Background: an optimization exercise with open tools, aiming at small area, a short achievable clock period and few clock cycles per item. Do not read the settings as production practice. Only simulation tests tie the RTL to the original design; equivalence was not proved. Power and IR drop assume default switching activity.

[flow/config.mk]
export PLATFORM = sky130hd
export DESIGN_NAME = qoiEncoder
export DESIGN_NICKNAME = qoiEncoder
export VERILOG_FILES = /design/flow/design.v
export SDC_FILE = /design/flow/constraint.sdc
export NUM_CORES = 4
export LEC_CHECK = 0
export CAP_MARGIN = 20
export CORE_MARGIN = 2
export CORE_UTILIZATION = 35
export SETUP_SLACK_MARGIN = 0.5
export SLEW_MARGIN = 20
[flow/constraint.sdc]
create_clock -name core_clock -period 14.0 [get_ports {clk}]
set_input_delay 2.8000 -clock core_clock [delete_from_list [all_inputs] [get_ports {clk}]]
set_output_delay 2.8000 -clock core_clock [all_outputs]
set_load 0.01 [all_outputs]
[flow/design.v]
package qoiPkg;
	typedef enum logic [1:0] {
		clsDiff,
		clsLuma,
		clsRgb,
		clsRgba
	} qoiClass;
	typedef logic [5:0] qoiIndex;
endpackage
`timescale 1ns/1ns
module pixelHistory (
	input logic clk,
	input logic reset,
	input logic [5:0] index,
	input logic [31:0] pixel,
	input logic zeroPixel,
	input logic write,
	output logic hit
);
	logic [25:0] seenTable [64];
	logic [64-1:0] seenValid;
	logic [25:0] key;
	assign key = {pixel[31:8], pixel[7:6]};
	always_ff @(posedge clk) begin
		if (write) begin
			seenTable[index] <= key;
		end
	end
	always_ff @(posedge clk, posedge reset) begin
		if (reset) begin
			seenValid <= '0;
		end else if (write) begin
			seenValid[index] <= 1'b1;
		end
	end
	assign hit = seenValid[index] ? (seenTable[index] == key) : zeroPixel;
endmodule
`timescale 1ns/1ns
module qoiEncoder (
	input logic clk,
	input logic reset,
	input logic pixelValid,
	input logic [31:0] pixelData,
	input logic lastPixel,
	output logic busy,
	output logic byteValid,
	output logic [7:0] byteData,
	output logic done
);
	logic v1, last1;
	logic [31:0] px1;
	logic v2, last2, same2, zero2;
	logic [31:0] px2;
	logic [5:0] h2;
	qoiPkg::qoiClass cls2;
	logic [15:0] enc2;
	logic [5:0] runCount;
	logic gotLast;
	logic eRunP;
	logic [5:0] eRunV;
	logic eTag, eTagA;
	logic [2:0] eN;
	logic [31:0] eD;
	logic eEnd;
	logic [2:0] eEndCnt;
	logic [5:0] h1;
	logic same1, zero1;
	logic signed [8:0] dr, dg, db;
	logic signed [9:0] drg, dbg;
	logic isDiff, isLuma;
	qoiPkg::qoiClass cls1;
	logic [15:0] enc1;
	assign h1 = 6'(px1[29:24] * 6'd3 + px1[21:16] * 6'd5
		+ px1[13:8] * 6'd7 + px1[5:0] * 6'd11);
	assign same1 = (px1 == px2);
	assign zero1 = (px1 == 32'h0);
	assign dr = $signed({1'b0, px1[31:24]}) - $signed({1'b0, px2[31:24]});
	assign dg = $signed({1'b0, px1[23:16]}) - $signed({1'b0, px2[23:16]});
	assign db = $signed({1'b0, px1[15:8]}) - $signed({1'b0, px2[15:8]});
	assign drg = dr - dg;
	assign dbg = db - dg;
	assign isDiff = dr >= -(2) && dr < 2
		&& dg >= -(2) && dg < 2
		&& db >= -(2) && db < 2;
	assign isLuma = dg >= -(32) && dg < 32
		&& drg >= -(8) && drg < 8
		&& dbg >= -(8) && dbg < 8;
	always_comb begin
		if (px1[7:0] != px2[7:0]) begin
			cls1 = qoiPkg::clsRgba;
		end else if (isDiff) begin
			cls1 = qoiPkg::clsDiff;
		end else if (isLuma) begin
			cls1 = qoiPkg::clsLuma;
		end else begin
			cls1 = qoiPkg::clsRgb;
		end
	end
	always_comb begin
		if (isDiff) begin
			enc1 = {2'b01, 2'(dr + 2), 2'(dg + 2),
				2'(db + 2), 8'h00};
		end else begin
			enc1 = {2'b10, 6'(dg + 32),
				4'(drg + 8), 4'(dbg + 8)};
		end
	end
	logic hit;
	logic runFull, quiet2, eFree, cons, emitG, adv1, acc, tableWrite;
	assign runFull = (runCount == 6'(62 - 1));
	assign quiet2 = same2 && !runFull && !last2;
	assign eFree = !eEnd && ((3'(eRunP) + 3'(eTag) + eN) <= 3'd1);
	assign cons = v2 && (quiet2 || eFree);
	assign emitG = cons && !quiet2;
	assign adv1 = v1 && (!v2 || cons);
	assign acc = pixelValid && !busy;
	assign tableWrite = cons && !same2;
	pixelHistory history (
		.clk(clk),
		.reset(reset),
		.index(h2),
		.pixel(px2),
		.zeroPixel(zero2),
		.write(tableWrite),
		.hit(hit)
	);
	logic v1N, v2N, same2N, last2N, gotLastN;
	logic [5:0] runCountN;
	logic eRunPN, eTagN, eEndN;
	logic [2:0] eNN;
	logic [2:0] eEndCntN;
	logic eOut, eOutLast;
	logic [7:0] byteN;
	logic eFreeN, consN, adv1N, busyN;
	assign v1N = acc || (v1 && !adv1);
	assign v2N = adv1 || (v2 && !cons);
	assign same2N = adv1 ? same1 : same2;
	assign last2N = adv1 ? last1 : last2;
	assign gotLastN = gotLast || (acc && lastPixel);
	always_comb begin
		runCountN = runCount;
		if (cons) begin
			if (quiet2) begin
				runCountN = runCount + 6'd1;
			end else begin
				runCountN = 6'd0;
			end
		end
	end
	always_comb begin
		eRunPN = eRunP;
		eTagN = eTag;
		eNN = eN;
		eEndN = eEnd;
		eEndCntN = eEndCnt;
		eOut = 1'b1;
		eOutLast = 1'b0;
		byteN = 8'h00;
		if (eRunP) begin
			byteN = {2'b11, eRunV};
			eRunPN = 1'b0;
		end else if (eTag) begin
			byteN = eTagA ? 8'hFF : 8'hFE;
			eTagN = 1'b0;
		end else if (eN != 3'd0) begin
			byteN = eD[31:24];
			eNN = eN - 3'd1;
		end else if (eEnd) begin
			byteN = (eEndCnt == 3'(8 - 1)) ? 8'h01 : 8'h00;
			eEndCntN = eEndCnt + 3'd1;
			if (eEndCnt == 3'(8 - 1)) begin
				eEndN = 1'b0;
				eOutLast = 1'b1;
			end
		end else begin
			eOut = 1'b0;
		end
		if (emitG) begin
			eRunPN = same2 || (runCount != 6'd0);
			eEndN = last2;
			eEndCntN = 3'd0;
			if (same2) begin
				eTagN = 1'b0;
				eNN = 3'd0;
			end else if (hit) begin
				eTagN = 1'b0;
				eNN = 3'd1;
			end else begin
				case (cls2)
					qoiPkg::clsDiff: begin eTagN = 1'b0; eNN = 3'd1; end
					qoiPkg::clsLuma: begin eTagN = 1'b0; eNN = 3'd2; end
					qoiPkg::clsRgb: begin eTagN = 1'b1; eNN = 3'd3; end
					default: begin eTagN = 1'b1; eNN = 3'd4; end
				endcase
			end
		end
	end
	assign eFreeN = !eEndN && ((3'(eRunPN) + 3'(eTagN) + eNN) <= 3'd1);
	assign consN = v2N && ((same2N && !(runCountN == 6'(62 - 1)) && !last2N) || eFreeN);
	assign adv1N = v1N && (!v2N || consN);
	assign busyN = gotLastN || (v1N && !adv1N);
	always_ff @(posedge clk, posedge reset) begin
		if (reset) begin
			v1 <= 1'b0;
			v2 <= 1'b0;
			px2 <= 32'h000000FF;
			runCount <= 6'd0;
			gotLast <= 1'b0;
			busy <= 1'b0;
			eRunP <= 1'b0;
			eTag <= 1'b0;
			eN <= 3'd0;
			eEnd <= 1'b0;
			byteValid <= 1'b0;
			done <= 1'b0;
		end else begin
			v1 <= v1N;
			v2 <= v2N;
			if (adv1) begin
				px2 <= px1;
			end
			runCount <= runCountN;
			gotLast <= gotLastN;
			busy <= busyN;
			eRunP <= eRunPN;
			eTag <= eTagN;
			eN <= eNN;
			eEnd <= eEndN;
			byteValid <= eOut;
			if (eOutLast) begin
				done <= 1'b1;
			end
		end
	end
	always_ff @(posedge clk) begin
		if (acc) begin
			px1 <= pixelData;
			last1 <= lastPixel;
		end
		if (adv1) begin
			h2 <= h1;
			same2 <= same1;
			zero2 <= zero1;
			last2 <= last1;
			cls2 <= cls1;
			enc2 <= enc1;
		end
		eEndCnt <= eEndCntN;
		if (emitG) begin
			eRunV <= same2 ? runCount : runCount - 6'd1;
			eTagA <= (cls2 == qoiPkg::clsRgba);
			if (hit) begin
				eD[31:24] <= {2'b00, h2};
			end else if (cls2 == qoiPkg::clsDiff || cls2 == qoiPkg::clsLuma) begin
				eD[31:16] <= enc2;
			end else begin
				eD[31:16] <= px2[31:16];
			end
			eD[15:0] <= px2[15:0];
		end else if (!eRunP && !eTag && eN != 3'd0) begin
			eD <= {eD[23:0], 8'h00};
		end
		byteData <= byteN;
	end
endmodule
[flow/run.sh]
#!/bin/bash
# synth_recipe.tcl (not shown) runs the flow's synth.tcl, then flattens the netlist and writes it again
# the make line also repeats each setting of config.mk as NAME=value (left out here)
make -C /OpenROAD-flow-scripts/flow DESIGN_CONFIG=/design/flow/config.mk WORK_HOME=/design/flow/orfs CLKGATE_MAP_FILE= SYNTH_SCRIPT=/design/flow/synth_recipe.tcl finish
==> results of run 1 <==
==> metal layers <==
layer | track usage | part of all wire | vias up
met5 | 0 | 0.00014 | -
met4 | 0.0565 | 0.029 | 4
met3 | 0.0475 | 0.11 | 340
met2 | 0.304 | 0.46 | 2174
met1 | 0.275 | 0.40 | 21900
li1 | - | - | 16600
==> layout by cell type (no fill, tap or decap), types with 17 or more instances in the layout <==
| cell type | instances |
|---|---|
| mux4_2 | 406 |
| dfrtp_1 | 82 |
| clkdlybuf4s50_1 | 46 |
| nand3_1 | 34 |
| mux2_2 | 37 |
| nand2_1 | 173 |
| a22oi_1 | 32 |
| nor2_1 | 113 |
| clkbuf_1 | 50 |
| dfrtp_2 | 24 |
| edfxtp_1 | 1761 |
| nor2_4 | 55 |
| ha_1 | 83 |
| clkinv_1 | 44 |
| clkinv_2 | 23 |
| xnor2_1 | 72 |
| nand3b_1 | 17 |
| nor4_1 | 18 |
| a21oi_1 | 57 |
| nand2b_1 | 19 |
| fa_1 | 30 |
| xor2_1 | 18 |
| buf_4 | 137 |
| nor3_1 | 29 |
| o22ai_1 | 67 |
| inv_1 | 99 |
| clkbuf_16 | 192 |
| nor2b_1 | 26 |
| a211oi_1 | 22 |
| o21bai_1 | 68 |
| o21ai_0 | 92 |
| mux2i_1 | 120 |
| nand4_1 | 27 |
==> cells in the mapped netlist, types with 19 or more instances <==
library cell | count | area share
buf_6 | 40 | 0.0058
a22oi_1 | 32 | 0.0031
fa_1 | 30 | 0.0078
buf_4 | 33 | 0.0032
nor2b_1 | 27 | 0.0022
clkbuf_1 | 54 | 0.0026
edfxtp_1 | 1761 | 0.69
nand4_1 | 27 | 0.0022
nor2_1 | 177 | 0.0086
buf_2 | 47 | 0.0031
inv_1 | 101 | 0.0049
dfrtp_1 | 106 | 0.034
nand3_1 | 35 | 0.0023
ha_1 | 83 | 0.013
mux2_2 | 37 | 0.0054
o21bai_1 | 68 | 0.0066
xnor2_1 | 72 | 0.0082
o22ai_1 | 67 | 0.0054
mux2i_1 | 120 | 0.016
nand2_1 | 174 | 0.0085
nand2b_1 | 19 | 0.0015
a211oi_1 | 22 | 0.0021
mux4_2 | 406 | 0.12
a21oi_1 | 57 | 0.0037
dfxtp_1 | 19 | 0.0049
nor3_1 | 29 | 0.0019
o21ai_0 | 92 | 0.0060
==> flip-flops by register name (all words and copies together), names as in the netlist, 2 cells and up, named ones only <==
name,cells
enc2,16
cls2,2
eRunV,6
eD,32
px2,32
runCount,6
history.seenValid,64
eN,3
h2,6
byteData,8
px1,32
eEndCnt,3
history.seenTable,1664
==> path summary, 6_finish.rpt <==
path,to,slack (ns),cells past startpoint
setup reg to reg,busy$_DFF_PP0_,6.44,18
setup / recovery,busy$_DFF_PP0_,6.44,18
hold reg to reg,history.seenValid[16]$_DFFE_PP0P_,0.46,2
max in group asynchronous,history.seenValid[46]$_DFFE_PP0P_,10.26,3
min in group asynchronous,runCount[1]$_DFF_PP0_,2.44,2
hold / removal,history.seenValid[16]$_DFFE_PP0P_,0.46,2
==> stage by stage <==
step / std cells / power (W) / util / setup WS (ns) / hold WS [ns]
final: 7224 / 0.0192 / 0.399 / 6.44 / 0.460
after global routing: 7223 / 0.0198 / 0.399 / 6.12 / 0.487
after CTS: 7223 / 0.0192 / 0.399 / 6.37 / 0.462
after detailed placement: 6881 / 0.0142 / 0.371 / 6.39 / 0.447
after global placement: 6879 / 0.0142 / 0.371 / 6.43 / 0.441
after floorplan: 4012 / 0.0117 / - / 8.20 / 0.416
==> final cells by class <==
type	count	area, um^2
multi-input cells	1823	19700
clock inverters	94	918
repair buffers	189	1620
clock buffers	248	5070
diodes	1	2.50
flip-flops and latches	1894	56200
well taps	2871	3590
inverters	104	393
fillers	19500	132000
==> kinds of logic after synthesis <==
group	count (synthesis)	share of synthesized area
simple gates	593	0.0368
fa+ha+maj	113	0.0213
xor+xnor	90	0.0102
compound gates	459	0.0398
flops	1894	0.729
mux	568	0.141
buf+inv	295	0.0218
==> power by group through the flow <==
stage / Sequential (W) / Combinational, W / Clock, W
final: 0.00755 / 0.00665 / 0.00495
after global routing: 0.00758 / 0.00703 / 0.00523
after CTS: 0.00754 / 0.00660 / 0.00501
after detailed placement: 0.00766 / 0.00658 / 0
after global placement: 0.00765 / 0.00650 / 0
after floorplan: 0.00779 / 0.00387 / 0
==> worst register-to-register path, cell delays in order, from the launching register on <==
cell and delay, ns:
dfxtp_4 0.87, buf_4 0.74, buf_4 0.92, mux4_2 0.50, nand2_1 0.08, a21oi_1 0.09, o41ai_1 0.98, nand3_1 0.16
a211oi_1 0.31, nand4_1 0.16, or4_4 0.57, nand2_2 0.32, nor2_2 0.07, a32o_1 0.25, fa_1 0.40, ha_1 0.28
or4_1 0.52, mux2i_1 0.16, nor2_1 0.06
==> summary.txt, run 1 <==
Outcome
  • Status: timing/DRC/antenna clean

GRT
  • Total grt overflow: 0
  • Vias in the first global route: 40600
  • Largest net degree at the start of global routing: 100
  • Initial antenna violation count: 16
  • GRT Overall Usage: 0.196
  • Global-route wire length before repair: 311 mm

Die
  • Die Footprint: 0.224 mm^2
  • Die X: 473 um
  • # rows: 172
  • Core box area: 0.219 mm^2
  • Ports: 47
  • Starting Density: 0.351
  • Die height: 473 um

Timing
  • Crit path time final: 7.56 ns
  • Fin crit share: 0.540
  • Final slew viol count: 0
  • Worst-Margin Slew: 1.18 ns
  • Setup TNS: 0 ns
  • Worst Skew: 0.0317 ns
  • Rel. slew slack: 0.202
  • Fmax: 132 MHz
  • Fin. Hold Viols: 0
  • RSZ-0062 raised after global routing: false
  • Setup violations, final: 0

Power and ir drop
  • Sequential share of power: 0.394
  • Combinational Power Share: 0.347
  • Pleak: 28.3 nW
  • VDD IR max: 0.248 mV
  • Clk network pwr share: 0.259
  • P_int: 0.0123 W
  • Switching Fraction: 0.359
  • Pwr/cell area: 219 mW/mm^2
  • Net Sw Power: 0.00688 W

Logic synthesis
  • Synth warnings: 2
  • Post-synth cell types: 79
  • Post-Syn Area: 0.0770 mm^2
  • Number of synthesized flops with an enable pin: 1761
  • Syn Inst Count: 4012
  • Post-Syn Area per Cell: 19.2 um^2
  • Ys async rst share: 0.0602
  • Register bit total from synthesis: 1894
  • Seq/Total Area, Yosys: 0.729
  • Synth Flop Type: edfxtp_1
  • Syn nets: 4161

Critical path
  • CP required: 14.69 ns
  • Crit start category: flip-flop
  • CP most frequent cell: buf_4
  • CP endpoint kind: flip-flop
  • Setup CP Type: reg -> reg
  • Critical path fanouts, max: 59
  • WP data arrival: 8.25 ns
  • CP delay by family, top: simple AND/OR/NAND/NOR gates
  • Crit path buffers/inverters: 2
  • CP max stage delay: 0.98 ns
  • Critical path, cell by cell: buf_4 -> buf_4 -> mux4_2 -> nand2_1 -> a21oi_1 -> o41ai_1 -> nand3_1 -> a211oi_1 -> nand4_1 -> or4_4 -> nand2_2 -> nor2_2 -> a32o_1 -> fa_1 -> ha_1 -> or4_1 -> mux2i_1 -> nor2_1
  • Worst path slowest cell: o41ai_1

Final layout
  • Final nets: 4348
  • Proportion of layout cells with a drive suffix above 1: 0.222
  • Post-route cell area: 0.0875 mm^2
  • Area Overhead vs Synth: 13.6%

Clocking
  • CTS sink cnt: 1894
  • Clock tree buffer depth: 3
  • Root buf cell: clkbuf_16
  • Setup Buffers After CTS: 0
  • Post_cts resized: 0
  • Clock slew at reported path FFs: 0.06 ns
  • Worst skew pair latency: 0.83 ns
  • CTS H-tree depth: 4
  • TritonCTS Buffers: 187
  • Hold_buf cts: 0
  • CTS tree: built

Drt
  • Drt drc: 0
  • TritonRoute pass-1 iters: 6
  • Final wirelength: 222 mm
  • Antenna Nets Post-Route: 0
  • Routed wire per std cell: 30.7 um
  • Iter 0 DRT Violations: 5879
  • Vias/cell: 5.68
  • Via Count: 41000

Place
  • Dpl hpwl: 131 mm
  • Placed inst area: 0.0815 mm^2
  • Gp weighted congestion: 0.895
  • Port bufs: 46

Run
  • Max Cap Viol: 0

Hold path
  • Hold/Removal Path Class: reg -> reg
  • HP Start: history.seenValid[16]$_DFFE_PP0P_
Testbench counts, summed over its fixed seeds: cycles 49,355, pixels 22,418.
==> run 2, diff against run 1 <==
--- a/flow/design.v
+++ b/flow/design.v
@@ -11,29 +11,30 @@
 module pixelHistory (
 	input logic clk,
 	input logic reset,
-	input logic [5:0] index,
-	input logic [31:0] pixel,
-	input logic zeroPixel,
+	input logic [5:0] readIndex,
+	input logic [31:0] readPixel,
+	input logic readZero,
+	output logic readHit,
 	input logic write,
-	output logic hit
+	input logic [5:0] writeIndex,
+	input logic [31:0] writePixel
 );
 	logic [25:0] seenTable [64];
 	logic [64-1:0] seenValid;
-	logic [25:0] key;
-	assign key = {pixel[31:8], pixel[7:6]};
 	always_ff @(posedge clk) begin
 		if (write) begin
-			seenTable[index] <= key;
+			seenTable[writeIndex] <= {writePixel[31:8], writePixel[7:6]};
 		end
 	end
 	always_ff @(posedge clk, posedge reset) begin
 		if (reset) begin
 			seenValid <= '0;
 		end else if (write) begin
-			seenValid[index] <= 1'b1;
-		end
-	end
-	assign hit = seenValid[index] ? (seenTable[index] == key) : zeroPixel;
+			seenValid[writeIndex] <= 1'b1;
+		end
+	end
+	assign readHit = seenValid[readIndex] ? (seenTable[readIndex] == {readPixel[31:8], readPixel[7:6]})
+		: readZero;
 endmodule
 `timescale 1ns/1ns
 module qoiEncoder (
@@ -49,7 +50,8 @@
 );
 	logic v1, last1;
 	logic [31:0] px1;
-	logic v2, last2, same2, zero2;
+	logic [5:0] h1;
+	logic v2, last2, same2, hit2;
 	logic [31:0] px2;
 	logic [5:0] h2;
 	qoiPkg::qoiClass cls2;
@@ -63,15 +65,15 @@
 	logic [31:0] eD;
 	logic eEnd;
 	logic [2:0] eEndCnt;
-	logic [5:0] h1;
-	logic same1, zero1;
+	logic [5:0] hIn;
+	logic same1, zero1, hit1, hitRaw;
 	logic signed [8:0] dr, dg, db;
 	logic signed [9:0] drg, dbg;
 	logic isDiff, isLuma;
 	qoiPkg::qoiClass cls1;
 	logic [15:0] enc1;
-	assign h1 = 6'(px1[29:24] * 6'd3 + px1[21:16] * 6'd5
-		+ px1[13:8] * 6'd7 + px1[5:0] * 6'd11);
+	assign hIn = 6'(pixelData[29:24] * 6'd3 + pixelData[21:16] * 6'd5
+		+ pixelData[13:8] * 6'd7 + pixelData[5:0] * 6'd11);
 	assign same1 = (px1 == px2);
 	assign zero1 = (px1 == 32'h0);
 	assign dr = $signed({1'b0, px1[31:24]}) - $signed({1'b0, px2[31:24]});
@@ -105,7 +107,6 @@
 				4'(drg + 8), 4'(dbg + 8)};
 		end
 	end
-	logic hit;
 	logic runFull, quiet2, eFree, cons, emitG, adv1, acc, tableWrite;
 	assign runFull = (runCount == 6'(62 - 1));
 	assign quiet2 = same2 && !runFull && !last2;
@@ -118,12 +119,15 @@
 	pixelHistory history (
 		.clk(clk),
 		.reset(reset),
-		.index(h2),
-		.pixel(px2),
-		.zeroPixel(zero2),
+		.readIndex(h1),
+		.readPixel(px1),
+		.readZero(zero1),
+		.readHit(hitRaw),
 		.write(tableWrite),
-		.hit(hit)
+		.writeIndex(h2),
+		.writePixel(px2)
 	);
+	assign hit1 = hitRaw && !(tableWrite && h1 == h2);
 	logic v1N, v2N, same2N, last2N, gotLastN;
 	logic [5:0] runCountN;
 	logic eRunPN, eTagN, eEndN;
@@ -182,7 +186,7 @@
 			if (same2) begin
 				eTagN = 1'b0;
 				eNN = 3'd0;
-			end else if (hit) begin
+			end else if (hit2) begin
 				eTagN = 1'b0;
 				eNN = 3'd1;
 			end else begin
@@ -235,12 +239,13 @@
 	always_ff @(posedge clk) begin
 		if (acc) begin
 			px1 <= pixelData;
+			h1 <= hIn;
 			last1 <= lastPixel;
 		end
 		if (adv1) begin
 			h2 <= h1;
 			same2 <= same1;
-			zero2 <= zero1;
+			hit2 <= hit1;
 			last2 <= last1;
 			cls2 <= cls1;
 			enc2 <= enc1;
@@ -249,7 +254,7 @@
 		if (emitG) begin
 			eRunV <= same2 ? runCount : runCount - 6'd1;
 			eTagA <= (cls2 == qoiPkg::clsRgba);
-			if (hit) begin
+			if (hit2) begin
 				eD[31:24] <= {2'b00, h2};
 			end else if (cls2 == qoiPkg::clsDiff || cls2 == qoiPkg::clsLuma) begin
 				eD[31:16] <= enc2;
==> run 2 against run 1 <==
Against the previous run: count of clock-buffer cells in the layout is 14 lower; non-clock buffer count is 5 lower; sequential share of layout area decreased by 0.38 points; wire length fell by 2.6%; highest routed layer is now met4.
==> summary.txt, run 2 <==
Outcome
  • Status: timing/DRC/antenna clean (unchanged)

Final layout
  • Area Overhead vs Synth: 14.3% (was 13.6%)
  • Largest Register: history.seenTable (unchanged)
  • Commonest cells after routing, fill and taps aside: edfxtp_1, mux4_2, clkbuf_16, nand2_1, buf_4 (unchanged)
  • Proportion of layout cells with a drive suffix above 1: 0.222 (about the same)
  • Fillcell total: 19400 (was 19500)
  • Reg area: 0.0564 mm^2 (was 0.0562 mm^2)
  • Commonest non-fill, non-tap cell in the layout: edfxtp_1 (unchanged)
  • Regs by FF count: history.seenTable (1664), history.seenValid (64) (unchanged)
  • Max FFs per register: 1664 (unchanged)
  • Fin cells: 7274 (was 7224)
  • Final nets: 4386 (was 4348)
  • Footprint of the multi-input gates: 0.0200 mm^2 (was 0.0197 mm^2)

Timing
  • Fin crit share: 0.461 (was 0.540)
  • Setup violations, final: 0 (unchanged)
  • Final slew viol count: 0 (unchanged)
  • Fin. Hold Viols: 0 (unchanged)
  • Setup TNS: 0 ns (unchanged)
  • Fmax: 155 MHz (was 132 MHz)
  • Crit path time final: 6.45 ns (was 7.56 ns)
  • RSZ-0062 raised after global routing: false (unchanged)
  • Rel. slew slack: 0.226 (was 0.202)
  • Worst-Margin Slew: 1.16 ns (was 1.18 ns)
  • Worst Skew: 0.0527 ns (was 0.0317 ns)

GRT
  • Largest net degree at the start of global routing: 101 (was 100)
  • Initial antenna violation count: 8 (was 16)
  • Total grt overflow: 0 (unchanged)
  • Global-route wire length before repair: 306 mm (was 311 mm)
  • GRT Overall Usage: 0.191 (was 0.196)
  • Vias in the first global route: 40400 (was 40600)

Critical path
  • CP required: 14.76 ns (was 14.69 ns)
  • Critical path startpoint: pixelData[11]
  • Crit start category: input port (was flip-flop)
  • Setup CP Type: in -> reg (was reg -> reg)
  • Critical path fanouts, max: 4 (was 59)
  • CP endpoint kind: flip-flop (unchanged)
  • WP data arrival: 7.20 ns (was 8.25 ns)

Logic synthesis
  • Number of synthesized flops with an enable pin: 1767 (was 1761)
  • Most common cell in the netlist: edfxtp_1 (unchanged)
  • Register bit total from synthesis: 1900 (was 1894)
  • Syn Inst Count: 4054 (was 4012)
  • Seq/Total Area, Yosys: 0.729 (about the same)
  • Yosys top cell by area: edfxtp_1 (unchanged)
  • Post-Syn Area: 0.0772 mm^2 (was 0.0770 mm^2)
  • Top post-synthesis cells by count: edfxtp_1, mux4_2, nor2_1 (unchanged)
  • Synth Flop Type: edfxtp_1 (unchanged)
  • Synth warnings: 2 (unchanged)
  • Ys async rst share: 0.0600 (was 0.0602)
  • Syn nets: 4200 (was 4161)
  • Post-synth cell types: 76 (was 79)
  • Post-Syn Area per Cell: 19.1 um^2 (was 19.2 um^2)
  • Area share of the largest cell type after synthesis: 0.687 (about the same)
  • Largest cells by area after synthesis: edfxtp_1, mux4_2, dfrtp_1, mux2i_1, ha_1 (unchanged)

Clocking
  • Clock slew at reported path FFs: 0.06 ns (about the same)
  • Clock tree buffer depth: 3 (unchanged)
  • Setup Buffers After CTS: 0 (unchanged)
  • Root buf cell: clkbuf_16 (unchanged)
  • CTS tree: built (unchanged)
  • CTS H-tree depth: 4 (unchanged)
  • Post_cts resized: 0 (unchanged)
  • Hold_buf cts: 0 (unchanged)
  • CTS sink cnt: 1900 (was 1894)
  • TritonCTS Buffers: 192 (was 187)
  • Worst skew pair latency: 0.88 ns (was 0.83 ns)

Hold path
  • HP Start: history.seenValid[48]$_DFFE_PP0P_ (was history.seenValid[16]$_DFFE_PP0P_)
  • Hold/Removal Path Class: reg -> reg (unchanged)

Drt
  • Via Count: 40900 (was 41000)
  • Final wirelength: 216 mm (was 222 mm)
  • TritonRoute pass-1 iters: 11 (was 6)
  • Vias/cell: 5.62 (was 5.68)
  • Drt drc: 0 (unchanged)
  • Routed wire per std cell: 29.7 um (was 30.7 um)
  • Antenna Nets Post-Route: 0 (unchanged)
  • Iter 0 DRT Violations: 5560 (was 5879)

Die
  • Starting Density: 0.352 (was 0.351)
  • Die height: 474 um (was 473 um)
  • # rows: 172 (unchanged)
  • Die Footprint: 0.224 mm^2 (about the same)
  • Ports: 47 (unchanged)
  • Core box area: 0.220 mm^2 (was 0.219 mm^2)
  • Die X: 474 um (was 473 um)

Power and ir drop
  • VDD IR max: 0.134 mV (was 0.248 mV)
  • Clk network pwr share: 0.287 (was 0.259)
  • Pleak: 28.8 nW (was 28.3 nW)
  • Power Total: 0.0178 W (was 0.0192 W)
  • Combinational Power Share: 0.289 (was 0.347)
  • Net Sw Power: 0.00595 W (was 0.00688 W)
  • Pwr/cell area: 201 mW/mm^2 (was 219 mW/mm^2)
  • Switching Fraction: 0.335 (was 0.359)
  • P_int: 0.0118 W (was 0.0123 W)
  • Sequential share of power: 0.424 (was 0.394)

Place
  • Placed insts: 6910 (was 6881)
  • Dpl hpwl: 128 mm (was 131 mm)
  • Port bufs: 46 (unchanged)
  • Gp weighted congestion: 0.880 (was 0.895)

Run
  • Max Cap Viol: 0 (unchanged)
[run 2: metal layers]
layer	GRT usage	vias to the layer above	wire length, um
li1	-	16700	-
met1	0.269	21900	89300
met2	0.299	1908	101000
met3	0.0330	351	18100
met4	0.0647	0	7670
met5	0	-	0
[run 2: worst max-delay path, cell delays in order]
cell and delay, ns:
clkdlybuf4s50_1 0.59, inv_1 0.09, fa_1 0.51, inv_1 0.06
fa_1 0.55, inv_1 0.05, fa_1 0.45, fa_1 0.50
inv_1 0.05, fa_1 0.44, ha_1 0.32, a21oi_1 0.17
xnor2_1 0.15, xnor2_1 0.11, xnor2_1 0.21, nand2_1 0.07
nand2_1 0.08
[run 2: metrics by stage]
step,worst slack (ns),instance area [um^2],util,hold slack (ns)
floorplan,7.48,77200,-,0.416
global placement,6.65,81800,0.373,0.435
detailed placement,6.71,81800,0.373,0.447
CTS,7.58,88100,0.401,0.462
global route,7.33,88300,0.402,0.477
finish,7.55,88300,0.402,0.461
[run 2: cells by family after synthesis]
logic type | after synthesis | share of synthesized area
AOI/OAI and AO/OA | 486 | 0.0424
xor gates and xnor gates | 116 | 0.0132
adders and majority gates | 110 | 0.0207
buffers and inverters | 303 | 0.0191
DFF | 1900 | 0.729
muxes | 568 | 0.141
and+or+nand+nor | 571 | 0.0347
[run 2: path summary, 6_finish.rpt]
check | endpoint | slack [ns] | depth (start not counted)
worst max-delay path | flip-flop | 7.55 | 17
worst min-delay path | history.seenValid[48]$_DFFE_PP0P_ | 0.46 | 1
worst max register to register | hit2$_DFFE_PP_ | 8.28 | 12
worst min register to register | history.seenValid[48]$_DFFE_PP0P_ | 0.46 | 1
max in group asynchronous | history.seenValid[6]$_DFFE_PP0P_ | 10.29 | 3
min in group asynchronous | byteValid$_DFF_PP0_ | 2.39 | 2
[run 2: area by class of cell]
cell class,instances,share of cell area
clock inverter,120,0.0135
multi-input combinational,1851,0.226
sequential,1900,0.638
timing repair buffer,184,0.0187
antenna,3,0.0000850
tap,2871,0.0407
inverter,111,0.00475
clock buffer,234,0.0575
[run 2: power groups by stage]
stage | Combinational [W] | Sequential [W] | Clock (W)
floorplan | 0.00289 | 0.00778 | 0
global placement | 0.00500 | 0.00764 | 0
detailed placement | 0.00508 | 0.00764 | 0
CTS | 0.00509 | 0.00753 | 0.00518
global route | 0.00546 | 0.00756 | 0.00539
finish | 0.00513 | 0.00753 | 0.00510
Testbench counts of run 2, summed over its fixed seeds: cycles 49,355, pixels 22,418.
==> run 3, diff against run 2 <==
--- a/flow/design.v
+++ b/flow/design.v
@@ -50,6 +50,8 @@
 );
 	logic v1, last1;
 	logic [31:0] px1;
+	logic [5:0] h1s;
+	logic [5:1] h1c;
 	logic [5:0] h1;
 	logic v2, last2, same2, hit2;
 	logic [31:0] px2;
@@ -65,15 +67,31 @@
 	logic [31:0] eD;
 	logic eEnd;
 	logic [2:0] eEndCnt;
-	logic [5:0] hIn;
 	logic same1, zero1, hit1, hitRaw;
 	logic signed [8:0] dr, dg, db;
 	logic signed [9:0] drg, dbg;
 	logic isDiff, isLuma;
 	qoiPkg::qoiClass cls1;
 	logic [15:0] enc1;
-	assign hIn = 6'(pixelData[29:24] * 6'd3 + pixelData[21:16] * 6'd5
-		+ pixelData[13:8] * 6'd7 + pixelData[5:0] * 6'd11);
+	function automatic logic [11:0] csa(input logic [5:0] x, input logic [5:0] y, input logic [5:0] z);
+		logic [5:0] cy;
+		cy = (x & y) | (x & z) | (y & z);
+		csa = {x ^ y ^ z, cy[4:0], 1'b0};
+	endfunction
+	logic [5:0] hr, hg, hb, ha;
+	logic [11:0] l1a, l1b, l1c, l2a, l2b, l3a, l4a;
+	assign hr = pixelData[29:24];
+	assign hg = pixelData[21:16];
+	assign hb = pixelData[13:8];
+	assign ha = pixelData[5:0];
+	assign l1a = csa(hr, {hr[4:0], 1'b0}, hg);
+	assign l1b = csa({hg[3:0], 2'b0}, {hb[2:0], 3'b0}, ~hb);
+	assign l1c = csa(ha, {ha[4:0], 1'b0}, {ha[2:0], 3'b0});
+	assign l2a = csa(l1a[11:6], l1a[5:0], l1b[11:6]);
+	assign l2b = csa(l1b[5:0], l1c[11:6], l1c[5:0]);
+	assign l3a = csa(l2a[11:6], l2a[5:0], l2b[11:6]);
+	assign l4a = csa(l3a[11:6], l3a[5:0], l2b[5:0]);
+	assign h1 = 6'(h1s + {h1c, 1'b1});
 	assign same1 = (px1 == px2);
 	assign zero1 = (px1 == 32'h0);
 	assign dr = $signed({1'b0, px1[31:24]}) - $signed({1'b0, px2[31:24]});
@@ -239,7 +257,8 @@
 	always_ff @(posedge clk) begin
 		if (acc) begin
 			px1 <= pixelData;
-			h1 <= hIn;
+			h1s <= l4a[11:6];
+			h1c <= l4a[5:1];
 			last1 <= lastPixel;
 		end
 		if (adv1) begin
==> flow/flow/run.sh (new file) <==
#!/bin/bash
# The standard layout (standard.sh), with repair_timing aiming for a setup
# slack of SETUP_MARGIN ns at the design's clock period, so the layout is
# sized for a shorter period than the clock constraint asks for. The SDC,
# clock period and every other setting are the standard flow's.
set -euo pipefail
SETUP_MARGIN=${SETUP_MARGIN:-9.5}
sed "s|CLKGATE_MAP_FILE= |CLKGATE_MAP_FILE= SETUP_SLACK_MARGIN=${SETUP_MARGIN} |" standard.sh > standard_margin.sh
grep -q "SETUP_SLACK_MARGIN=${SETUP_MARGIN}" standard_margin.sh
bash standard_margin.sh > standard_flow.log 2>&1
==> flow/standard.sh (new file) <==
#!/bin/bash
# synth_recipe.tcl (not shown) runs the flow's synth.tcl, then flattens the netlist and writes it again
# the make line also repeats each setting of config.mk as NAME=value (left out here)
make -C /OpenROAD-flow-scripts/flow DESIGN_CONFIG=/design/flow/config.mk WORK_HOME=/design/flow/orfs CLKGATE_MAP_FILE= SYNTH_SCRIPT=/design/flow/synth_recipe.tcl "${@:-finish}"
--- a/flow/config.mk
+++ b/flow/config.mk
@@ -7,6 +7,5 @@
 export LEC_CHECK = 0
 export CAP_MARGIN = 20
 export CORE_MARGIN = 2
-export CORE_UTILIZATION = 35
-export SETUP_SLACK_MARGIN = 0.5
+export CORE_UTILIZATION = 65
 export SLEW_MARGIN = 20
removed: flow/run.sh
==> run 3 against run 2 <==
Against the previous run: count of clock-buffer cells in the layout down 11; wire length down 1.7%; clock power down 4%; register-to-register slack better by 0.98 ns; highest routed layer unchanged; still clean; cell area down 0.99%; non-clock buffer count up 49; combinational power down 4.5%; worst setup slack better by 1.7 ns; sequential power down 2%; utilization up 34 points.
==> summary.txt, run 3 <==
Clocking
  • TritonCTS Buffers: 184 (was 192)
  • Clock tree buffer depth: 3 (unchanged)
  • Worst skew pair latency: 0.83 ns (was 0.88 ns)
  • Root buf cell: clkbuf_16 (unchanged)
  • CTS sink cnt: 1898 (was 1900)
  • CTS tree: built (unchanged)
  • Clock slew at reported path FFs: 0.06 ns (about the same)
  • Hold_buf cts: 0 (unchanged)
  • CTS H-tree depth: 4 (unchanged)

Final layout
  • Proportion of layout cells with a drive suffix above 1: 0.255 (was 0.222)
  • Largest Register: history.seenTable (unchanged)
  • Commonest non-fill, non-tap cell in the layout: edfxtp_1 (unchanged)
  • Max FFs per register: 1664 (unchanged)
  • Commonest cells after routing, fill and taps aside: edfxtp_1, mux4_2, clkbuf_16, mux2i_1 (was edfxtp_1, mux4_2, clkbuf_16, nand2_1, buf_4)
  • Area Overhead vs Synth: 12.5% (was 14.3%)
  • Final nets: 4355 (was 4386)
  • Regs by FF count: history.seenTable (1664), history.seenValid (64) (unchanged)

Place
  • Dpl hpwl: 120 mm (was 128 mm)
  • Gp weighted congestion: 0.938 (was 0.880)
  • Setup WS pre-CTS: 7.27 ns (was 6.71 ns)
  • Port bufs: 46 (unchanged)

Power and ir drop
  • Power Total: 0.0172 W (was 0.0178 W)
  • Pleak: 29.3 nW (was 28.8 nW)
  • VDD IR max: 0.172 mV (was 0.134 mV)
  • Pwr/cell area: 197 mW/mm^2 (was 201 mW/mm^2)

GRT
  • Global-route wire length before repair: 296 mm (was 306 mm)
  • Initial antenna violation count: 7 (was 8)
  • GRT Overall Usage: 0.349 (was 0.191)
  • Total grt overflow: 0 (unchanged)
  • Vias in the first global route: 40700 (was 40400)
  • Largest net degree at the start of global routing: 82 (was 101)

Logic synthesis
  • Number of synthesized flops with an enable pin: 1771 (was 1767)
  • Syn nets: 4130 (was 4200)
  • Post-synth cell types: 85 (was 76)
  • Synth Flop Type: edfxtp_1 (unchanged)
  • Top post-synthesis cells by count: edfxtp_1, mux4_2, mux2i_1 (was edfxtp_1, mux4_2, nor2_1)
  • Post-Syn Area: 0.0777 mm^2 (was 0.0772 mm^2)
  • Most common cell in the netlist: edfxtp_1 (unchanged)
  • Seq/Total Area, Yosys: 0.725 (was 0.729)
  • Syn Inst Count: 3995 (was 4054)
  • Ys async rst share: 0.0601 (was 0.0600)
  • Post-Syn Area per Cell: 19.4 um^2 (was 19.1 um^2)
  • Area share of the largest cell type after synthesis: 0.685 (was 0.687)
  • Register bit total from synthesis: 1898 (was 1900)
  • Largest cells by area after synthesis: edfxtp_1, mux4_2, dfrtp_1, mux2i_1, ha_1 (unchanged)
  • Yosys top cell by area: edfxtp_1 (unchanged)
  • Synth warnings: 2 (unchanged)

Timing
  • Crit path time final: 4.74 ns (was 6.45 ns)
  • Final slew viol count: 0 (unchanged)
  • Setup TNS: 0 ns (unchanged)
  • Setup violations, final: 0 (unchanged)
  • Fin crit share: 0.338 (was 0.461)
  • Worst-Margin Slew: 1.25 ns (was 1.16 ns)
  • Fmax: 211 MHz (was 155 MHz)
  • Worst Skew: 0.0323 ns (was 0.0527 ns)
  • Rel. slew slack: 0.166 (was 0.226)
  • Fin. Hold Viols: 0 (unchanged)
  • Fin worst setup slack: 9.26 ns (was 7.55 ns)
  • RSZ-0062 raised after global routing: true (was false)
  • Min Hold Slack: 0.453 ns (was 0.461 ns)

Hold path
  • Hold/Removal Path Class: reg -> reg (unchanged)
  • Worst hold stages: 2 (was 1)

Die
  • Core box area: 0.118 mm^2 (was 0.220 mm^2)
  • Starting Density: 0.657 (was 0.352)
  • # rows: 126 (was 172)
  • Die height: 350 um (was 474 um)
  • Die Footprint: 0.122 mm^2 (was 0.224 mm^2)
  • Ports: 47 (unchanged)
  • Die X: 350 um (was 474 um)

Critical path
  • Critical path, cell by cell: ha_1 -> and3_1 -> o21ai_1 -> buf_6 -> nand2_8 -> inv_6 -> buf_12 -> a21oi_1 -> a222oi_1 -> o211ai_1 -> o41a_1 -> nor3_1 -> nand4_1 -> o41ai_2 (was clkdlybuf4s50_1 -> inv_1 -> fa_1 -> inv_1 -> fa_1 -> inv_1 -> fa_1 -> fa_1 -> inv_1 -> fa_1 -> ha_1 -> a21oi_1 -> xnor2_1 -> xnor2_1 -> xnor2_1 -> nand2_1 -> nand2_1)
  • Worst-case reg-to-reg path depth: 14 (was 12)
  • Worst Setup EP: hit2$_DFFE_PP_
  • Crit start category: flip-flop (was input port)
  • RR Endpoint: hit2$_DFFE_PP_ (unchanged)
  • CP max stage delay: 0.80 ns (was 0.59 ns)
  • FF-to-FF setup slack: 9.26 ns (was 8.28 ns)
  • Worst path slowest cell: a222oi_1 (was clkdlybuf4s50_1)
  • CP required: 14.62 ns (was 14.76 ns)
  • Setup CP Type: reg -> reg (was in -> reg)
  • CP endpoint kind: flip-flop (unchanged)
  • WP data arrival: 5.36 ns (was 7.20 ns)
  • Critical path fanouts, max: 30 (was 4)
  • Critical path startpoint: h1s[2]$_DFFE_PP_ (was pixelData[11])
  • FF-to-FF Start: h1s[2]$_DFFE_PP_

Run
  • Max Cap Viol: 0 (unchanged)

Drt
  • Via Count: 41500 (was 40900)
  • Vias/cell: 7.02 (was 5.62)
  • Final wirelength: 212 mm (was 216 mm)
  • Iter 0 DRT Violations: 6186 (was 5560)
  • TritonRoute pass-1 iters: 6 (was 11)
  • Antenna Nets Post-Route: 0 (unchanged)
  • Routed wire per std cell: 35.9 um (was 29.7 um)
  • Drt drc: 0 (unchanged)

Outcome
  • Status: timing/DRC/antenna clean (unchanged)
==> run 3: cell count changes after synthesis, moves of 19 or more <==
cell | previous run | this run
xnor2_1 | 78 | 49
a22oi_1 | 47 | 28
mux2i_1 | 125 | 186
nand2_1 | 167 | 142
nor2_1 | 171 | 143
buf_2 | 61 | 35
mux2_2 | 34 | 56
buf_4 | 17 | 49
==> run 3: through the flow <==
stage,instances,util,area (um^2)
2_1_floorplan,3995,-,77700
3_3_place_gp,5525,0.679,80200
3_5_place_dp,5525,0.679,80300
4_1_cts,5880,0.734,86700
5_1_grt,5910,0.739,87400
6_report,5910,0.739,87400
==> run 3: power breakdown <==
| group | leakage [nW] | total, W | internal [W] | switching (W) |
|---|---|---|---|---|
| logic | 8.80 | 0.00490 | 0.00157 | 0.00333 |
| clock network | 2.93 | 0.00491 | 0.00279 | 0.00212 |
| registers | 17.6 | 0.00741 | 0.00722 | 0.000185 |
==> run 3: how the worst min path moves through the flow <==
stage	start	endpoint
finish	eRunV[1]$_DFFE_PN_	byteData[1]$_DFF_P_
global route	history.seenValid[61]$_DFFE_PP0P_	history.seenValid[61]$_DFFE_PP0P_
CTS	eD[30]$_DFFE_PP_	byteData[6]$_SDFF_PP1_
detailed placement	eD[30]$_DFFE_PP_	byteData[6]$_SDFF_PP1_
global placement	eRunV[4]$_DFFE_PN_	byteData[4]$_DFF_P_
floorplan	eD[30]$_DFFE_PP_	byteData[6]$_SDFF_PP1_
==> run 3: layer usage <==
metal  track usage  up-vias  share of wire
li1              -    16700              -
met3        0.0768      466           0.11
met1         0.494    21800           0.37
met5             0        -              0
met2         0.537     2614           0.47
met4         0.146        0          0.048
==> run 3: worst max-delay path: cells and delay by family (launching register included) <==
kind / cells / cell delay (ns)
buffers and inverters: 3 / 0.80
DFF: 1 / 0.37
adders and majority gates: 1 / 0.43
and+or+nand+nor: 4 / 0.93
AOI/OAI and AO/OA: 6 / 1.91
==> run 3: area by class of cell <==
class,count,area (um^2)
flip-flops and latches,1898,56300
fillers,6755,30800
multi-input cells,1790,20200
clock buffers,223,4890
repair buffers,233,2470
well taps,1536,1920
clock inverters,116,1090
inverters,113,449
diodes,1,2.50
==> run 3: what timing repair did <==
action,in CTS,in global routing
setup endpoints to repair,52,218
pin swaps,6,22
gates resized for setup,159,94
cloned,5,10
setup buffers,11,18
endpoints found under the hold margin,0,0
==> run 3: cell families (layout without fill, tap and decap cells) <==
kind of cell | after synthesis | after routing | synth area share
DFF | 1898 | 1898 | 0.725
and+or+nand+nor | 498 | 498 | 0.0304
other | 0 | 1 | 0
muxes | 676 | 676 | 0.159
buffers and inverters | 307 | 685 | 0.0211
xor gates and xnor gates | 79 | 79 | 0.00910
AOI/OAI and AO/OA | 438 | 438 | 0.0372
adders and majority gates | 99 | 99 | 0.0186
Testbench counts of run 3, summed over its fixed seeds: cycles 49,355, pixels 22,418.
==> run 4, diff against run 3 <==
--- a/flow/design.v
+++ b/flow/design.v
@@ -12,9 +12,8 @@
 	input logic clk,
 	input logic reset,
 	input logic [5:0] readIndex,
-	input logic [31:0] readPixel,
-	input logic readZero,
-	output logic readHit,
+	output logic readValid,
+	output logic [25:0] readKey,
 	input logic write,
 	input logic [5:0] writeIndex,
 	input logic [31:0] writePixel
@@ -33,8 +32,17 @@
 			seenValid[writeIndex] <= 1'b1;
 		end
 	end
-	assign readHit = seenValid[readIndex] ? (seenTable[readIndex] == {readPixel[31:8], readPixel[7:6]})
-		: readZero;
+	logic [64-1:0] rowSel;
+	logic [26:0] readWord;
+	always_comb begin
+		readWord = '0;
+		for (int i = 0; i < 64; i++) begin
+			rowSel[i] = (readIndex[5:3] == 3'(i / 8)) && (readIndex[2:0] == 3'(i % 8));
+			readWord = readWord | ({27{rowSel[i]}} & {seenValid[i], seenTable[i]});
+		end
+	end
+	assign readValid = readWord[26];
+	assign readKey = readWord[25:0];
 endmodule
 `timescale 1ns/1ns
 module qoiEncoder (
@@ -50,10 +58,12 @@
 );
 	logic v1, last1;
 	logic [31:0] px1;
-	logic [5:0] h1s;
-	logic [5:1] h1c;
+	logic [5:0] h1a;
+	logic [5:1] h1b, h1c;
 	logic [5:0] h1;
 	logic v2, last2, same2, hit2;
+	logic rdValid2, fwd2;
+	logic [25:0] rdKey2;
 	logic [31:0] px2;
 	logic [5:0] h2;
 	qoiPkg::qoiClass cls2;
@@ -67,7 +77,9 @@
 	logic [31:0] eD;
 	logic eEnd;
 	logic [2:0] eEndCnt;
-	logic same1, zero1, hit1, hitRaw;
+	logic same1, rdValid1;
+	logic [25:0] rdKey1;
+	logic [11:0] l4a;
 	logic signed [8:0] dr, dg, db;
 	logic signed [9:0] drg, dbg;
 	logic isDiff, isLuma;
@@ -79,7 +91,7 @@
 		csa = {x ^ y ^ z, cy[4:0], 1'b0};
 	endfunction
 	logic [5:0] hr, hg, hb, ha;
-	logic [11:0] l1a, l1b, l1c, l2a, l2b, l3a, l4a;
+	logic [11:0] l1a, l1b, l1c, l2a, l2b, l3a;
 	assign hr = pixelData[29:24];
 	assign hg = pixelData[21:16];
 	assign hb = pixelData[13:8];
@@ -90,10 +102,9 @@
 	assign l2a = csa(l1a[11:6], l1a[5:0], l1b[11:6]);
 	assign l2b = csa(l1b[5:0], l1c[11:6], l1c[5:0]);
 	assign l3a = csa(l2a[11:6], l2a[5:0], l2b[11:6]);
-	assign l4a = csa(l3a[11:6], l3a[5:0], l2b[5:0]);
-	assign h1 = 6'(h1s + {h1c, 1'b1});
+	assign l4a = csa(h1a, {h1b, 1'b1}, {h1c, 1'b0});
+	assign h1 = 6'(l4a[11:6] + l4a[5:0]);
 	assign same1 = (px1 == px2);
-	assign zero1 = (px1 == 32'h0);
 	assign dr = $signed({1'b0, px1[31:24]}) - $signed({1'b0, px2[31:24]});
 	assign dg = $signed({1'b0, px1[23:16]}) - $signed({1'b0, px2[23:16]});
 	assign db = $signed({1'b0, px1[15:8]}) - $signed({1'b0, px2[15:8]});
@@ -138,14 +149,13 @@
 		.clk(clk),
 		.reset(reset),
 		.readIndex(h1),
-		.readPixel(px1),
-		.readZero(zero1),
-		.readHit(hitRaw),
+		.readValid(rdValid1),
+		.readKey(rdKey1),
 		.write(tableWrite),
 		.writeIndex(h2),
 		.writePixel(px2)
 	);
-	assign hit1 = hitRaw && !(tableWrite && h1 == h2);
+	assign hit2 = !fwd2 && (rdValid2 ? (rdKey2 == {px2[31:8], px2[7:6]}) : (px2 == 32'h0));
 	logic v1N, v2N, same2N, last2N, gotLastN;
 	logic [5:0] runCountN;
 	logic eRunPN, eTagN, eEndN;
@@ -257,14 +267,17 @@
 	always_ff @(posedge clk) begin
 		if (acc) begin
 			px1 <= pixelData;
-			h1s <= l4a[11:6];
-			h1c <= l4a[5:1];
+			h1a <= l3a[11:6];
+			h1b <= l3a[5:1];
+			h1c <= l2b[5:1];
 			last1 <= lastPixel;
 		end
 		if (adv1) begin
 			h2 <= h1;
 			same2 <= same1;
-			hit2 <= hit1;
+			rdValid2 <= rdValid1;
+			rdKey2 <= rdKey1;
+			fwd2 <= tableWrite && h1 == h2;
 			last2 <= last1;
 			cls2 <= cls1;
 			enc2 <= enc1;
--- a/flow/flow/run.sh
+++ b/flow/flow/run.sh
@@ -4,7 +4,7 @@
 # sized for a shorter period than the clock constraint asks for. The SDC,
 # clock period and every other setting are the standard flow's.
 set -euo pipefail
-SETUP_MARGIN=${SETUP_MARGIN:-9.5}
+SETUP_MARGIN=${SETUP_MARGIN:-10}
 sed "s|CLKGATE_MAP_FILE= |CLKGATE_MAP_FILE= SETUP_SLACK_MARGIN=${SETUP_MARGIN} |" standard.sh > standard_margin.sh
 grep -q "SETUP_SLACK_MARGIN=${SETUP_MARGIN}" standard_margin.sh
 bash standard_margin.sh > standard_flow.log 2>&1
--- a/flow/config.mk
+++ b/flow/config.mk
@@ -8,4 +8,7 @@
 export CAP_MARGIN = 20
 export CORE_MARGIN = 2
 export CORE_UTILIZATION = 65
+export CTS_BUF_LIST = sky130_fd_sc_hd__clkbuf_16
+export CTS_CLUSTER_DIAMETER = 70
+export CTS_CLUSTER_SIZE = 22
 export SLEW_MARGIN = 20
==> run 4 against run 3 <==
Against the previous run: still clean on timing, DRC and antenna; count of clock-buffer cells in the layout decreased by 112; synthesized area decreased by 4.8%; global-route usage increased by 16 points; cell area decreased by 2.3%; sequential share of layout area increased by 2.6 points.
==> summary.txt, run 4 <==
Outcome
  • Status: timing/DRC/antenna clean (unchanged)

Drt
  • Routed wire per std cell: 47.7 um (was 35.9 um)
  • Final wirelength: 306 mm (was 212 mm)
  • Antenna Nets Post-Route: 0 (unchanged)
  • TritonRoute pass-1 iters: 9 (was 6)
  • Vias/cell: 8.08 (was 7.02)
  • Via Count: 51900 (was 41500)
  • Iter 0 DRT Violations: 12000 (was 6186)
  • Drt drc: 0 (unchanged)

Place
  • Port bufs: 46 (unchanged)
  • Dpl hpwl: 158 mm (was 120 mm)
  • Placed insts: 6055 (was 5525)
  • Placed inst area: 0.0780 mm^2 (was 0.0803 mm^2)
  • Gp weighted congestion: 0.939 (was 0.938)

Logic synthesis
  • Area share of the largest cell type after synthesis: 0.732 (was 0.685)
  • Post-synth cell types: 74 (was 85)
  • Largest cells by area after synthesis: edfxtp_1, a22oi_1, dfrtp_1, nand2_1, ha_1 (was edfxtp_1, mux4_2, dfrtp_1, mux2i_1, ha_1)
  • Number of synthesized flops with an enable pin: 1802 (was 1771)
  • Register bit total from synthesis: 1929 (was 1898)
  • Top post-synthesis cells by count: edfxtp_1, a22oi_1, nand2_1 (was edfxtp_1, mux4_2, mux2i_1)
  • Synth warnings: 2 (unchanged)
  • Yosys top cell by area: edfxtp_1 (unchanged)
  • Most common cell in the netlist: edfxtp_1 (unchanged)
  • Syn nets: 4643 (was 4130)
  • Seq/Total Area, Yosys: 0.774 (was 0.725)
  • Syn Inst Count: 4502 (was 3995)
  • Post-Syn Area: 0.0739 mm^2 (was 0.0777 mm^2)
  • Ys async rst share: 0.0591 (was 0.0601)
  • Post-Syn Area per Cell: 16.4 um^2 (was 19.4 um^2)
  • Synth Flop Type: edfxtp_1 (unchanged)

Critical path
  • CP max stage delay: 0.63 ns (was 0.80 ns)
  • CP endpoint kind: flip-flop (unchanged)
  • CP required: 14.52 ns (was 14.62 ns)
  • Critical path, cell by cell: ha_4 -> ha_4 -> fa_2 -> a21o_1 -> a21oi_4 -> xor2_4 -> buf_12 -> buf_16 -> clkinv_16 -> buf_12 -> nor3_2 -> a22oi_2 -> nand4_1 -> or4_1 -> or4_1 (was ha_1 -> and3_1 -> o21ai_1 -> buf_6 -> nand2_8 -> inv_6 -> buf_12 -> a21oi_1 -> a222oi_1 -> o211ai_1 -> o41a_1 -> nor3_1 -> nand4_1 -> o41ai_2)
  • Setup CP Type: reg -> reg (unchanged)
  • Crit start category: flip-flop (unchanged)
  • Critical path fanouts, max: 11 (was 30)
  • WP data arrival: 4.85 ns (was 5.36 ns)
  • Worst path slowest cell: or4_1 (was a222oi_1)

Final layout
  • Fillcell total: 6509 (was 6755)
  • Final nets: 4989 (was 4355)
  • Max FFs per register: 1664 (unchanged)
  • Largest Register: history.seenTable (unchanged)
  • Post-route cell area: 0.0854 mm^2 (was 0.0874 mm^2)
  • Proportion of layout cells with a drive suffix above 1: 0.190 (was 0.255)
  • Commonest non-fill, non-tap cell in the layout: edfxtp_1 (unchanged)
  • Fin cells: 6421 (was 5910)
  • Commonest cells after routing, fill and taps aside: edfxtp_1, a22oi_1, nand2_1, buf_4, clkbuf_16 (was edfxtp_1, mux4_2, clkbuf_16, mux2i_1)
  • Regs by FF count: history.seenTable (1664), history.seenValid (64) (unchanged)
  • Area Overhead vs Synth: 15.5% (was 12.5%)

Clocking
  • TritonCTS Buffers: 106 (was 184)
  • CTS tree: built (unchanged)
  • Root buf cell: clkbuf_16 (unchanged)
  • CTS sink cnt: 1929 (was 1898)
  • Clock tree buffer depth: 3 (unchanged)
  • CTS H-tree depth: 3 (was 4)
  • Worst skew pair latency: 0.78 ns (was 0.83 ns)
  • Clock slew at reported path FFs: 0.09 ns (was 0.06 ns)
  • Hold_buf cts: 0 (unchanged)

Timing
  • Fin crit share: 0.310 (was 0.338)
  • Final slew viol count: 0 (unchanged)
  • Worst-Margin Slew: 1.18 ns (was 1.25 ns)
  • RSZ-0062 raised after global routing: true (unchanged)
  • Rel. slew slack: 0.213 (was 0.166)
  • Worst Skew: 0.0351 ns (was 0.0323 ns)
  • Fmax: 231 MHz (was 211 MHz)
  • Fin. Hold Viols: 0 (unchanged)
  • Crit path time final: 4.34 ns (was 4.74 ns)
  • Setup violations, final: 0 (unchanged)
  • Setup TNS: 0 ns (unchanged)

GRT
  • GRT Overall Usage: 0.513 (was 0.349)
  • Total grt overflow: 0 (unchanged)
  • Global-route wire length before repair: 394 mm (was 296 mm)
  • Initial antenna violation count: 13 (was 7)
  • Largest net degree at the start of global routing: 81 (was 82)
  • Vias in the first global route: 45900 (was 40700)

Power and ir drop
  • VDD IR max: 0.199 mV (was 0.172 mV)
  • Pwr/cell area: 206 mW/mm^2 (was 197 mW/mm^2)
  • Power Total: 0.0176 W (was 0.0172 W)
  • Pleak: 29.3 nW (about the same)

Die
  • Die Footprint: 0.116 mm^2 (was 0.122 mm^2)
  • # rows: 123 (was 126)
  • Die X: 341 um (was 350 um)
  • Ports: 47 (unchanged)
  • Core box area: 0.113 mm^2 (was 0.118 mm^2)
  • Starting Density: 0.656 (was 0.657)
  • Die height: 341 um (was 350 um)

Hold path
  • Hold/Removal Path Class: reg -> reg (unchanged)

Run
  • Max Cap Viol: 0 (unchanged)
run 4: changes by cell type in the layout (fill, tap and decap cells not counted), sizes merged, moves of 72 or more:
cell / delta
mux2i: -162
clkinv: -74
nor3: +72
a22oi: +735
nor4: +94
a22o: +84
clkbuf: -107
nand2: +228
buf: +190
nand4: +81
mux4: -434
run 4: metal layers:
metal  GRT usage  up-vias  part of all wire
met4       0.344       16             0.099
met2       0.681     6261              0.39
met1       0.677    25100              0.31
li1            -    18800                 -
met3       0.238     1735              0.20
met5     0.00245        -            0.0012
run 4: worst max-delay path, delay by kind of cell, from the launching register on:
family | cells | cell delay, ns
fa+ha+maj | 3 | 0.83
xor+xnor | 1 | 0.12
simple gates | 4 | 1.44
buf+inv | 4 | 0.58
compound gates | 3 | 0.68
flops | 1 | 0.43
run 4: worst paths after layout:
check	depth (start not counted)	to	slack, ns	from
setup / recovery	15	rdKey2[9]$_DFFE_PP_	9.66	h1b[1]$_DFFE_PP_
hold / removal	1	history.seenValid[12]$_DFFE_PP0P_	0.47	history.seenValid[12]$_DFFE_PP0P_
setup reg to reg	15	rdKey2[9]$_DFFE_PP_	9.66	h1b[1]$_DFFE_PP_
hold reg to reg	1	history.seenValid[12]$_DFFE_PP0P_	0.47	history.seenValid[12]$_DFFE_PP0P_
max in group asynchronous	3	px2[28]$_DFFE_PP0P_	10.49	reset
min in group asynchronous	2	history.seenValid[49]$_DFFE_PP0P_	2.39	reset
run 4: final cells by class:
class / count / area [um^2] / area share
clock inverter: 45 / 453 / 0.00530
timing repair buffer: 419 / 4630 / 0.0543
clock buffer: 111 / 2780 / 0.0325
timing repair inverter: 3 / 46.3 / 0.000542
multi-input combinational: 2306 / 17900 / 0.210
sequential: 1929 / 57300 / 0.671
tap: 1500 / 1880 / 0.0220
inverter: 83 / 352 / 0.00412
antenna: 25 / 62.6 / 0.000733
run 4: through the flow:
stage           util  hold slack, ns  worst slack [ns]
4_1_cts        0.739           0.468              9.67
3_3_place_gp   0.693           0.430              8.56
5_1_grt        0.758           0.485              9.52
3_5_place_dp   0.693           0.447              8.48
6_report       0.758           0.468              9.66
2_1_floorplan      -           0.416              9.47
run 4: cells by family after synthesis:
group | count (synthesis) | share of synthesized area
flops | 1929 | 0.774
compound gates | 1114 | 0.111
simple gates | 952 | 0.0631
buf+inv | 269 | 0.0139
fa+ha+maj | 106 | 0.0208
xor+xnor | 96 | 0.0115
mux | 36 | 0.00508
run 4: power breakdown:
part	internal [W]	switching, W
clock network	0.00153	0.00189
logic	0.00221	0.00424
registers	0.00745	0.000319
run 4: timing repair:
action / CTS / global route
endpoints found under the setup margin: 1836 / 926
pin swaps: 74 / 65
buffers inserted: 85 / 75
resized for setup: 344 / 269
gates cloned: 11 / 13
hold endpoints to repair: 0 / 0
Testbench counts of run 4, summed over its fixed seeds: cycles 49,355, pixels 22,418.
==> run 5, diff against run 4 <==
--- a/flow/config.mk
+++ b/flow/config.mk
@@ -12,3 +12,4 @@
 export CTS_CLUSTER_DIAMETER = 70
 export CTS_CLUSTER_SIZE = 22
 export SLEW_MARGIN = 20
+export TNS_END_PERCENT = 5
==> run 5 against run 4 <==
Against the previous run: count of clock-buffer cells in the layout grew 2; critical path type unchanged; highest routed layer unchanged; total power shrank 2.0%; via count shrank 1.8%; sequential share of layout area grew 1.4 points; wire length shrank 3.4%; register-to-register slack lost 0.25 ns; cell area shrank 2.0%; clock skew grew 0.0079 ns; hold slack lost 0.012 ns; synthesized area is the same; combinational power shrank 7.0%.
==> summary.txt, run 5 <==
GRT
  • Vias in the first global route: 45900 (about the same)
  • Global-route wire length before repair: 389 mm (was 394 mm)
  • Initial antenna violation count: 8 (was 13)
  • Total grt overflow: 0 (unchanged)
  • GRT Overall Usage: 0.505 (was 0.513)
  • Largest net degree at the start of global routing: 82 (was 81)

Critical path
  • Crit start category: flip-flop (unchanged)
  • WP data arrival: 5.20 ns (was 4.85 ns)
  • Setup CP Type: reg -> reg (unchanged)
  • CP required: 14.61 ns (was 14.52 ns)
  • CP endpoint kind: flip-flop (unchanged)
  • Critical path fanouts, max: 65 (was 11)

Timing
  • Worst Skew: 0.0430 ns (was 0.0351 ns)
  • Rel. slew slack: 0.218 (was 0.213)
  • Setup violations, final: 0 (unchanged)
  • Min Hold Slack: 0.456 ns (was 0.468 ns)
  • Fmax: 218 MHz (was 231 MHz)
  • Final slew viol count: 0 (unchanged)
  • Fin crit share: 0.328 (was 0.310)
  • Worst-Margin Slew: 1.17 ns (was 1.18 ns)
  • Fin. Hold Viols: 0 (unchanged)
  • Crit path time final: 4.59 ns (was 4.34 ns)
  • RSZ-0062 raised after global routing: true (unchanged)
  • Setup TNS: 0 ns (unchanged)

Power and ir drop
  • Pwr/cell area: 206 mW/mm^2 (about the same)
  • Pleak: 28.7 nW (was 29.3 nW)
  • Power Total: 0.0173 W (was 0.0176 W)
  • VDD IR max: 0.207 mV (was 0.199 mV)

Final layout
  • Largest Register: history.seenTable (unchanged)
  • Max FFs per register: 1664 (unchanged)
  • Commonest cells after routing, fill and taps aside: edfxtp_1, a22oi_1, nand2_1, buf_4, clkbuf_16 (unchanged)
  • Proportion of layout cells with a drive suffix above 1: 0.157 (was 0.190)
  • Fillcell total: 6831 (was 6509)
  • Final nets: 4899 (was 4989)
  • Area Overhead vs Synth: 13.2% (was 15.5%)
  • Commonest non-fill, non-tap cell in the layout: edfxtp_1 (unchanged)
  • Regs by FF count: history.seenTable (1664), history.seenValid (64) (unchanged)

Clocking
  • CTS tree: built (unchanged)
  • Root buf cell: clkbuf_16 (unchanged)
  • TritonCTS Buffers: 110 (was 106)
  • Worst skew pair latency: 0.76 ns (was 0.78 ns)
  • Clock tree buffer depth: 3 (unchanged)
  • CTS sink cnt: 1929 (unchanged)
  • Hold_buf cts: 0 (unchanged)
  • CTS H-tree depth: 3 (unchanged)
  • Clock slew at reported path FFs: 0.08 ns (was 0.09 ns)

Die
  • Starting Density: 0.656 (unchanged)
  • Die Footprint: 0.116 mm^2 (unchanged)
  • Die X: 341 um (unchanged)
  • # rows: 123 (unchanged)
  • Core box area: 0.113 mm^2 (unchanged)
  • Die height: 341 um (unchanged)
  • Ports: 47 (unchanged)

Drt
  • Via Count: 50900 (was 51900)
  • Final wirelength: 296 mm (was 306 mm)
  • Iter 0 DRT Violations: 11700 (was 12000)
  • TritonRoute pass-1 iters: 9 (unchanged)
  • Drt drc: 0 (unchanged)
  • Routed wire per std cell: 46.7 um (was 47.7 um)
  • Antenna Nets Post-Route: 0 (unchanged)
  • Vias/cell: 8.04 (was 8.08)

Place
  • Port bufs: 46 (unchanged)
  • Dpl hpwl: 152 mm (was 158 mm)
  • Gp weighted congestion: 0.913 (was 0.939)

Logic synthesis
  • Syn Inst Count: 4502 (unchanged)
  • Syn nets: 4643 (unchanged)
  • Largest cells by area after synthesis: edfxtp_1, a22oi_1, dfrtp_1, nand2_1, ha_1 (unchanged)
  • Synth warnings: 2 (unchanged)
  • Area share of the largest cell type after synthesis: 0.732 (unchanged)
  • Register bit total from synthesis: 1929 (unchanged)
  • Post-synth cell types: 74 (unchanged)
  • Seq/Total Area, Yosys: 0.774 (unchanged)
  • Synth Flop Type: edfxtp_1 (unchanged)
  • Most common cell in the netlist: edfxtp_1 (unchanged)
  • Number of synthesized flops with an enable pin: 1802 (unchanged)
  • Top post-synthesis cells by count: edfxtp_1, a22oi_1, nand2_1 (unchanged)
  • Ys async rst share: 0.0591 (unchanged)
  • Post-Syn Area: 0.0739 mm^2 (unchanged)
  • Post-Syn Area per Cell: 16.4 um^2 (unchanged)
  • Yosys top cell by area: edfxtp_1 (unchanged)

Hold path
  • Hold/Removal Path Class: reg -> reg (unchanged)

Outcome
  • Status: timing/DRC/antenna clean (unchanged)

Run
  • Max Cap Viol: 0 (unchanged)
-- run 5: kinds of logic after synthesis --
logic type               synth area share
AND/OR/NAND/NOR                    0.0631
buffers and inverters              0.0139
XOR/XNOR                           0.0115
multiplexers                      0.00508
AO/OA/AOI/OAI                       0.111
flip-flops                          0.774
adder cells (fa/ha/maj)            0.0208
-- run 5: timing repair --
action                                  4_1_cts  5_1_grt
gates cloned                                 12        2
endpoints found under the setup margin     1805     1316
pin swaps                                    62       33
setup buffers                                68       17
resized for setup                           278       90
-- run 5: routing by layer --
layer	up-vias	global-route usage	wire length [um]	part of all wire
met5	-	0.0131	345	0.0012
met4	14	0.347	27600	0.093
met3	1585	0.231	58300	0.20
met2	5959	0.681	118000	0.40
met1	24800	0.657	91600	0.31
li1	18600	-	-	-
-- run 5: cell type report --
cell class | count | area (um^2) | area share
multi-input cells | 2306 | 17500 | 0.209
flip-flops and latches | 1929 | 57300 | 0.684
clock buffers | 113 | 2830 | 0.0338
well taps | 1500 | 1880 | 0.0224
repair buffers | 325 | 3270 | 0.0390
repair inverters | 3 | 36.3 | 0.000434
inverters | 83 | 334 | 0.00399
clock inverters | 52 | 552 | 0.00659
diodes | 22 | 55.1 | 0.000658
-- run 5: worst paths after layout --
| kind | start | endpoint | slack (ns) | cells after the start |
|---|---|---|---|---|
| worst max-delay path | px2[11]$_DFFE_PP0P_ | busy$_DFF_PP0_ | 9.41 | 13 |
| worst min-delay path | eD[30]$_DFFE_PP_ | byteData[6]$_SDFF_PP1_ | 0.46 | 2 |
| worst max register to register | px2[11]$_DFFE_PP0P_ | busy$_DFF_PP0_ | 9.41 | 13 |
| max in group asynchronous | reset | px2[28]$_DFFE_PP0P_ | 10.36 | 4 |
| worst min register to register | eD[30]$_DFFE_PP_ | byteData[6]$_SDFF_PP1_ | 0.46 | 2 |
| min in group asynchronous | reset | runCount[2]$_DFF_PP0_ | 2.55 | 3 |
-- run 5: report_power, final --
group / internal, W / leakage [nW] / switching (W) / total, W
combinational: 0.00197 / 9.08 / 0.00402 / 0.00599
sequential: 0.00745 / 17.9 / 0.000320 / 0.00777
clock: 0.00161 / 1.68 / 0.00190 / 0.00351
total: 0.0110 / 28.7 / 0.00625 / 0.0173
-- run 5: stage by stage --
| step | setup WS (ns) | util | instance area, um^2 | std cells |
|---|---|---|---|---|
| after detailed placement | 8.25 | 0.691 | 77800 | 6047 |
| after global placement | 8.38 | 0.691 | 77800 | 6046 |
| after global routing | 9.53 | 0.742 | 83600 | 6312 |
| final | 9.41 | 0.743 | 83700 | 6333 |
| after CTS | 9.76 | 0.738 | 83200 | 6292 |
| after floorplan | 9.47 | - | 73900 | 4502 |
-- run 5: worst max-delay path: stages, from the launching register on --
cell	delay, ns
dfrtp_2	0.41
buf_4	0.56
xnor2_1	0.21
nand4_1	0.37
nor4_4	0.68
nand4_1	0.58
a21oi_4	0.40
nor3_1	0.10
a32oi_1	0.30
fa_1	0.23
inv_1	0.05
ha_1	0.27
nor3_1	0.18
a21oi_1	0.09

separate check: timing with driven ports:
Ports are ideal in the flow. The routed layouts listed here were re-timed in OpenROAD. Step 1: set_driving_cell puts a clkbuf_16 on clk and a buf_2 on each other input, an assumption about the parent block. Step 2 also shifts input and output timing later by t, the mid clock arrival at the registers, as if the neighbouring blocks saw the same clock. Three values: no drivers, after step 1, after step 2; two values: the first two.
| run | t, ns | slack for setup (ns) |
|---|---|---|
| run 1 | 0.891 | 6.445 / 6.445 / 6.445 |
| run 2 | 0.932 | 7.551 / 7.609 / 6.676 |
| run 3 | 0.891 | 9.262 / 9.262 / 8.596 |
| run 4 | 0.844 | 9.663 / 9.663 / 9.231 |
| run 5 | 0.819 | 9.410 / 9.410 / 9.017 |
After both steps every run listed still meets setup and hold.
